Source: an optimization exercise on an open RTL-to-GDS flow (aim: small area). Production flows keep margins and buffers that such runs may drop. The RTL was checked by simulation tests, not by an equivalence proof against the original design. The flow treats the clock pin as an ideal source. Dropping or thinning the clock tree relies on that and would not hold on a real chip. Power is estimated from default activity; no workload was simulated.

==> flow/design.v <==
`timescale 1ns/1ps
package seeg_pkg;
    localparam int RHD_CHANNELS = 8;
    localparam int RHS_CHANNELS = 4;
    localparam int ZCHECK_SAMPLES = 8;  
    localparam int CONFIG_WORDS = 10;
    localparam int RHD_CLOCK_DIV = 2;  
    localparam int RHS_CLOCK_DIV = 1;
    localparam int RHD_SEED = 0;
    localparam int RHS_SEED = 128;
    typedef logic [15:0] sample_t;
    typedef logic [3:0] chan_t;  
    typedef logic [1:0] zscale_t;  
    typedef sample_t [RHD_CHANNELS-1:0] rhd_frame_t;
    typedef sample_t [RHS_CHANNELS-1:0] rhs_frame_t;
    typedef struct packed {
        rhs_frame_t rhs;
        rhd_frame_t rhd;
    } record_frame_t;
    typedef sample_t [ZCHECK_SAMPLES-1:0] zcheck_block_t;
    typedef enum logic [1:0] {
        op_config,
        op_record,
        op_zcheck
    } engine_op_e;
endpackage
`timescale 1ns/1ps
`timescale 1ns/1ps
`timescale 1ns/1ps
`timescale 1ns/1ps
module seeg_top (
    input  logic                      clk,
    input  logic                      config_done_reset_flag,
    input  logic                      record_start,
    input  logic                      record_stop,
    input  logic                      zcheck_start,
    input  seeg_pkg::zscale_t         zcheck_scale,
    input  logic                      record_ready,
    input  logic                      zcheck_ready,
    output logic                      busy,
    output logic                      zcheck_done,
    output seeg_pkg::record_frame_t   record_frame,
    output logic                      record_valid,
    output seeg_pkg::zcheck_block_t   zcheck_block,
    output seeg_pkg::chan_t           zcheck_channel,
    output logic                      zcheck_valid
);
    typedef enum logic [2:0] {
        s_ready     = 3'b000,
        s_cfg_close = 3'b001,
        s_run       = 3'b010,
        s_push      = 3'b011,
        s_cfg_open  = 3'b101,
        s_run1      = 3'b110,
        s_push1     = 3'b111
    } state_t;
    state_t state;
    logic [4:0] tmr;        
    logic zcheck_mode;
    logic stop_pending;     
    logic [9:0] frame_n;    
    logic [9:0] frame_n2;   
    logic [1:0] scale_q;    
    logic mode_bit;         
    logic capture;
    logic [1:0] zscale;     
    logic first, in_run, in_push, in_cfg;
    logic rhs_next, last_ch;
    logic done_now, tmr_clear;
    logic rec_take, z_take, take;
    localparam logic [4:0] T0 = 5'b01001;
    assign busy = state != s_ready;
    assign stop_pending = mode_bit;
    assign scale_q[0] = mode_bit;
    assign capture = in_run && tmr[3] && tmr[0] && !tmr[4];
    assign first = state[2];
    assign in_run = state[1] && !state[0];
    assign in_push = state[1] && state[0];
    assign in_cfg = !state[1] && state[0];
    assign rhs_next = (zcheck_channel[3] && !(zcheck_channel[1] && zcheck_channel[0]))
                   || (zcheck_channel[2] && zcheck_channel[1] && zcheck_channel[0]);
    assign last_ch = zcheck_channel[3] && zcheck_channel[1] && !zcheck_channel[0];
    assign rec_take = in_push && !zcheck_mode && (!record_valid || record_ready);
    assign z_take = in_push && zcheck_mode && (!zcheck_valid || zcheck_ready);
    assign take = rec_take || z_take;
    always_comb begin
        if (in_cfg)
            done_now = first ? tmr[4] && tmr[2] && tmr[1]        
                             : tmr[3] && tmr[2] && tmr[0];       
        else if (in_run)
            done_now = (zcheck_mode && rhs_next) ? tmr[3] && tmr[1]   
                                                 : tmr[2] && !tmr[1] && tmr[0];  
        else
            done_now = 1'b0;
    end
    assign zcheck_done = state == s_ready && zcheck_mode && !tmr[0];
    assign tmr_clear = config_done_reset_flag || state == s_ready || take
                     || (done_now && state != s_cfg_close);
    always_ff @(posedge clk) begin
        if (config_done_reset_flag) begin
            state <= s_ready;
            record_valid <= 1'b0;
            zcheck_valid <= 1'b0;
        end else begin
            if (rec_take) record_valid <= 1'b1;
            else if (record_ready) record_valid <= 1'b0;
            if (z_take) zcheck_valid <= 1'b1;
            else if (zcheck_ready) zcheck_valid <= 1'b0;
            case (state)
                s_ready: if (record_start || zcheck_start) state <= s_cfg_open;
                s_cfg_open: if (done_now) state <= s_run1;
                s_cfg_close: if (done_now) state <= s_ready;
                s_run: if (done_now) state <= s_push;
                s_run1: if (done_now) state <= s_push1;
                s_push, s_push1: begin
                    if (take) state <= (zcheck_mode ? last_ch : stop_pending) ? s_cfg_close : s_run;
                end
                default: state <= s_ready;
            endcase
        end
    end
    always_ff @(posedge clk) begin
        tmr <= tmr_clear ? T0 : {tmr[3:0], !(tmr[4] ^ tmr[2])};
        if (state == s_ready) zcheck_mode <= !record_start;
        if (state == s_ready) mode_bit <= 1'b0;
        else if (!zcheck_mode) mode_bit <= mode_bit || record_stop;
        else if (capture) mode_bit <= zcheck_scale[0];
        if (capture) scale_q[1] <= zcheck_scale[1];
        if (rec_take) frame_n[0] <= !first && !frame_n[0];
        if (rec_take && (first || frame_n[0])) frame_n[9:1] <= first ? 9'd0 : frame_n2[9:1];
        if (config_done_reset_flag) zcheck_channel <= 4'd11;
        else if (z_take) begin
            zcheck_channel[0] <= !zcheck_channel[0];
            zcheck_channel[1] <= zcheck_channel[1] ^ zcheck_channel[0];
            zcheck_channel[2] <= (zcheck_channel[2] ^ (zcheck_channel[1] && zcheck_channel[0]))
                              && !zcheck_channel[3];
            zcheck_channel[3] <= rhs_next;
        end
        if (z_take) zscale <= scale_q;
    end
    logic [191:0] frame_w;
    logic [127:0] block_w;
    assign record_frame = frame_w;
    assign zcheck_block = block_w;
    assign frame_n2 = {frame_n[9:1] + 9'd1, frame_n[0]};
    for (genvar c = 0; c < seeg_pkg::RHD_CHANNELS; c++) begin : g_rhd
        assign frame_w[16*c +: 16] = {frame_n, 6'(c)};
    end
    for (genvar c = 0; c < seeg_pkg::RHS_CHANNELS; c++) begin : g_rhs
        assign frame_w[128 + 16*c +: 16] = {frame_n2, 6'(c)};
    end
    for (genvar k = 0; k < seeg_pkg::ZCHECK_SAMPLES; k++) begin : g_z
        assign block_w[16*k +: 16] =
            16'({zcheck_channel[3], 1'b0, zcheck_channel[2:0], 3'(k)}) << zscale;
    end
endmodule
export LEC_CHECK = 0
export ABC_AREA = 1
export CAP_MARGIN = 20
export CORE_MARGIN = 2
export CORE_UTILIZATION = 40
export SLEW_MARGIN = 20
create_clock -name core_clock -period 5.0 [get_ports {clk}]
standard.sh (not shown) runs the stock make flow with config.mk's settings and CLKGATE_MAP_FILE= SYNTH_SCRIPT=/design/flow/synth_recipe.tcl, a recipe that flattens the netlist after the stock synthesis.
==> flow/flow/run.sh <==
#!/bin/bash
# The standard synthesis and layout, with these changes to how they are
# done: ABC maps the logic with an area-recovery script (flow/area.abc) in
# place of ORFS's; port buffers use the smallest buffer; constant outputs
# share the synthesis's tie cells instead of one tie cell per port; the
# clock tree is one level of buffers.
set -euo pipefail
work=$PWD
export SKIP_REPAIR_TIE_FANOUT=1
export BUFFER_PORTS_ARGS="-buffer_cell sky130_fd_sc_hd__buf_1"
# clock tree: the clock port drives a few buffers, each driving a cluster
# of registers (flow/simple_cts.tcl replaces ORFS's clock_tree_synthesis)
export PRE_CTS_TCL=$work/flow/simple_cts.tcl
export SIMPLE_CTS_PORT=clk SIMPLE_CTS_N=2 SIMPLE_CTS_BUF=sky130_fd_sc_hd__clkbuf_8
export MY_ABC_SCRIPT=$work/flow/area.abc
{
  cat <<'TCL'
proc abc {args} {
  set i [lsearch -exact $args -script]
  if {$i >= 0} { lset args [expr {$i + 1}] $::env(MY_ABC_SCRIPT) }
  puts "abc script replaced: abc $args"
  yosys abc {*}$args
}
TCL
  cat synth_recipe.tcl
} > own_synth.tcl
sed "s#SYNTH_SCRIPT=[^ ]*#SYNTH_SCRIPT=$work/own_synth.tcl#" standard.sh > own_standard.sh
bash own_standard.sh synth > synth.log 2>&1
bash own_standard.sh > layout.log 2>&1
Other scripts of this flow, unchanged in this note and not shown: flow/flow/area.abc, flow/flow/simple_cts.tcl
Then changed:
--- a/flow/design.v
+++ b/flow/design.v
@@ -139,13 +139,18 @@
         if (z_take) zscale <= scale_q;
     end
     logic [191:0] frame_w;
     logic [127:0] block_w;
     assign record_frame = frame_w;
     assign zcheck_block = block_w;
-    assign frame_n2 = {frame_n[9:1] + 9'd1, frame_n[0]};
+    logic [9:1] carry2;
+    assign carry2[1] = 1'b1;
+    for (genvar i = 2; i <= 9; i++) begin : g_carry
+        assign carry2[i] = carry2[i-1] && frame_n[i-1];
+    end
+    assign frame_n2 = {frame_n[9:1] ^ carry2, frame_n[0]};
     for (genvar c = 0; c < seeg_pkg::RHD_CHANNELS; c++) begin : g_rhd
         assign frame_w[16*c +: 16] = {frame_n, 6'(c)};
     end
     for (genvar c = 0; c < seeg_pkg::RHS_CHANNELS; c++) begin : g_rhs
         assign frame_w[128 + 16*c +: 16] = {frame_n2, 6'(c)};
     end
Die area falls by 0.71%.
Fmax falls by about 7%.
Critical path depth rises by 4.
Synthesized area falls by about 0.7%.
Register-to-register slack is worse by 0.28 ns.
Power rises by about 30%.
Worst setup slack is worse by 0.25 ns.
Final area falls by 1.4%.
Via count falls by 4.3%.
Routed wire length falls by 4.5%.
Clock power rises by about 2.3%.
No run of this note takes its clock network from TritonCTS; it comes from the design's own scripts or RTL.


== main ==
Starts from the design.v that is shown in full above.
export LEC_CHECK = 0
export ABC_AREA = 1
export CAP_MARGIN = 20
export CORE_MARGIN = 2
export CORE_UTILIZATION = 40
export CTS_BUF_LIST = sky130_fd_sc_hd__clkbuf_4
export CTS_CLUSTER_DIAMETER = 20
export SLEW_MARGIN = 20
create_clock -name core_clock -period 5.0 [get_ports {clk}]
==> flow/flow/run.sh <==
#!/bin/bash
# The standard synthesis and layout, with these changes to how they are
# done: ABC maps the logic with an area-recovery script (flow/area.abc) in
# place of ORFS's; port buffers use the smallest buffer; constant outputs
# share the synthesis's tie cells instead of one tie cell per port; the
# clock tree is built without dummy loads.
set -euo pipefail
work=$PWD
export SKIP_REPAIR_TIE_FANOUT=1
export BUFFER_PORTS_ARGS="-buffer_cell sky130_fd_sc_hd__buf_1"
# clock tree: no dummy load cells for skew balancing
export CTS_ARGS="-sink_clustering_enable -repair_clock_nets -dont_use_dummy_load -sink_clustering_max_diameter 20 -buf_list sky130_fd_sc_hd__clkbuf_4"
export MY_ABC_SCRIPT=$work/flow/area.abc
{
  cat <<'TCL'
proc abc {args} {
  set i [lsearch -exact $args -script]
  if {$i >= 0} { lset args [expr {$i + 1}] $::env(MY_ABC_SCRIPT) }
  puts "abc script replaced: abc $args"
  yosys abc {*}$args
}
TCL
  cat synth_recipe.tcl
} > own_synth.tcl
sed "s#SYNTH_SCRIPT=[^ ]*#SYNTH_SCRIPT=$work/own_synth.tcl#" standard.sh > own_standard.sh
bash own_standard.sh synth > synth.log 2>&1
bash own_standard.sh > layout.log 2>&1
==> flow/flow/area.abc <==
strash
dch -f
amap
topo
buffer -c
upsize -c
dnsize -c
Inputs modified between main and the feature branch:
diff --git a/flow/design.v b/flow/design.v
--- a/flow/design.v
+++ b/flow/design.v
@@ -57,12 +57,10 @@
     state_t state;
     logic [4:0] tmr;        
     logic zcheck_mode;
-    logic stop_pending;     
+    logic stop_pending;
     logic [9:0] frame_n;    
     logic [9:0] frame_n2;   
     logic [1:0] scale_q;    
-    logic mode_bit;         
-    logic capture;
     logic [1:0] zscale;     
     logic first, in_run, in_push, in_cfg;
     logic rhs_next, last_ch;
@@ -70,9 +68,6 @@
     logic rec_take, z_take, take;
     localparam logic [4:0] T0 = 5'b01001;
     assign busy = state != s_ready;
-    assign stop_pending = mode_bit;
-    assign scale_q[0] = mode_bit;
-    assign capture = in_run && tmr[3] && tmr[0] && !tmr[4];
     assign first = state[2];
     assign in_run = state[1] && !state[0];
     assign in_push = state[1] && state[0];
@@ -121,11 +116,12 @@
     end
     always_ff @(posedge clk) begin
         tmr <= tmr_clear ? T0 : {tmr[3:0], !(tmr[4] ^ tmr[2])};
-        if (state == s_ready) zcheck_mode <= !record_start;
-        if (state == s_ready) mode_bit <= 1'b0;
-        else if (!zcheck_mode) mode_bit <= mode_bit || record_stop;
-        else if (capture) mode_bit <= zcheck_scale[0];
-        if (capture) scale_q[1] <= zcheck_scale[1];
+        if (record_stop) stop_pending <= 1'b1;
+        if (state == s_ready) begin
+            zcheck_mode <= !record_start;
+            stop_pending <= 1'b0;
+        end
+        if (in_run && tmr[3] && tmr[0] && !tmr[4]) scale_q <= zcheck_scale;
         if (rec_take) frame_n[0] <= !first && !frame_n[0];
         if (rec_take && (first || frame_n[0])) frame_n[9:1] <= first ? 9'd0 : frame_n2[9:1];
         if (config_done_reset_flag) zcheck_channel <= 4'd11;
## What came out
- Between the feature branch and main, it is the feature branch whose cell area power density is higher, by 6.3 nW/um^2.
- Compared with main, the feature branch shows a lower critical path depth.
- [compare] base=main new=the feature branch: count of non-CTS inverters in the layout went down, final standard cell utilization of the core now sits at about the same level, routed wire length -about 1.5%, routed length per instance lower.
- ~same summed area of non-filler cells in the final layout in the feature branch and main
- Longest individual stage delay on the worst path: the feature branch > main

## afterwards: timing with drivers on the ports
The flow's constraints put no driver on any port. The routed layouts listed below were extracted and timed again, unchanged, in two steps. Step 1 (the two cells are an assumption about what drives the block):
set clk [get_ports {clk}]
set_driving_cell -lib_cell sky130_fd_sc_hd__clkbuf_16 $clk
set_driving_cell -lib_cell sky130_fd_sc_hd__buf_2 [delete_from_list [all_inputs] $clk]
Step 2 times the ports against the registers' clock, not the clock port: input delays grow and output delays shrink by t, the midpoint of the rising clock arrivals with the driver on. a / b / c = no drivers / after step 1 / after step 2; a / b = the first two.
run	shift t [ns]	setup WS [ns]	worst setup path at the end	clock arrival spread, ns	worst slew at a driven data input, ns
the first run of note 1	0.195	1.704 / 1.661 / 1.856	register to output	0.039 / 0.039	0.05
the second run of note 1	0.193	1.451 / 1.410 / 1.603	register to output	0.045 / 0.046	0.06
main	0.345	1.459 / 1.432 / 1.777	register to output	0.018 / 0.018	0.04
the feature branch	0.341	1.683 / 1.655 / 1.996	register to output	0.025 / 0.025	0.05
After both steps every run listed still meets setup and hold.
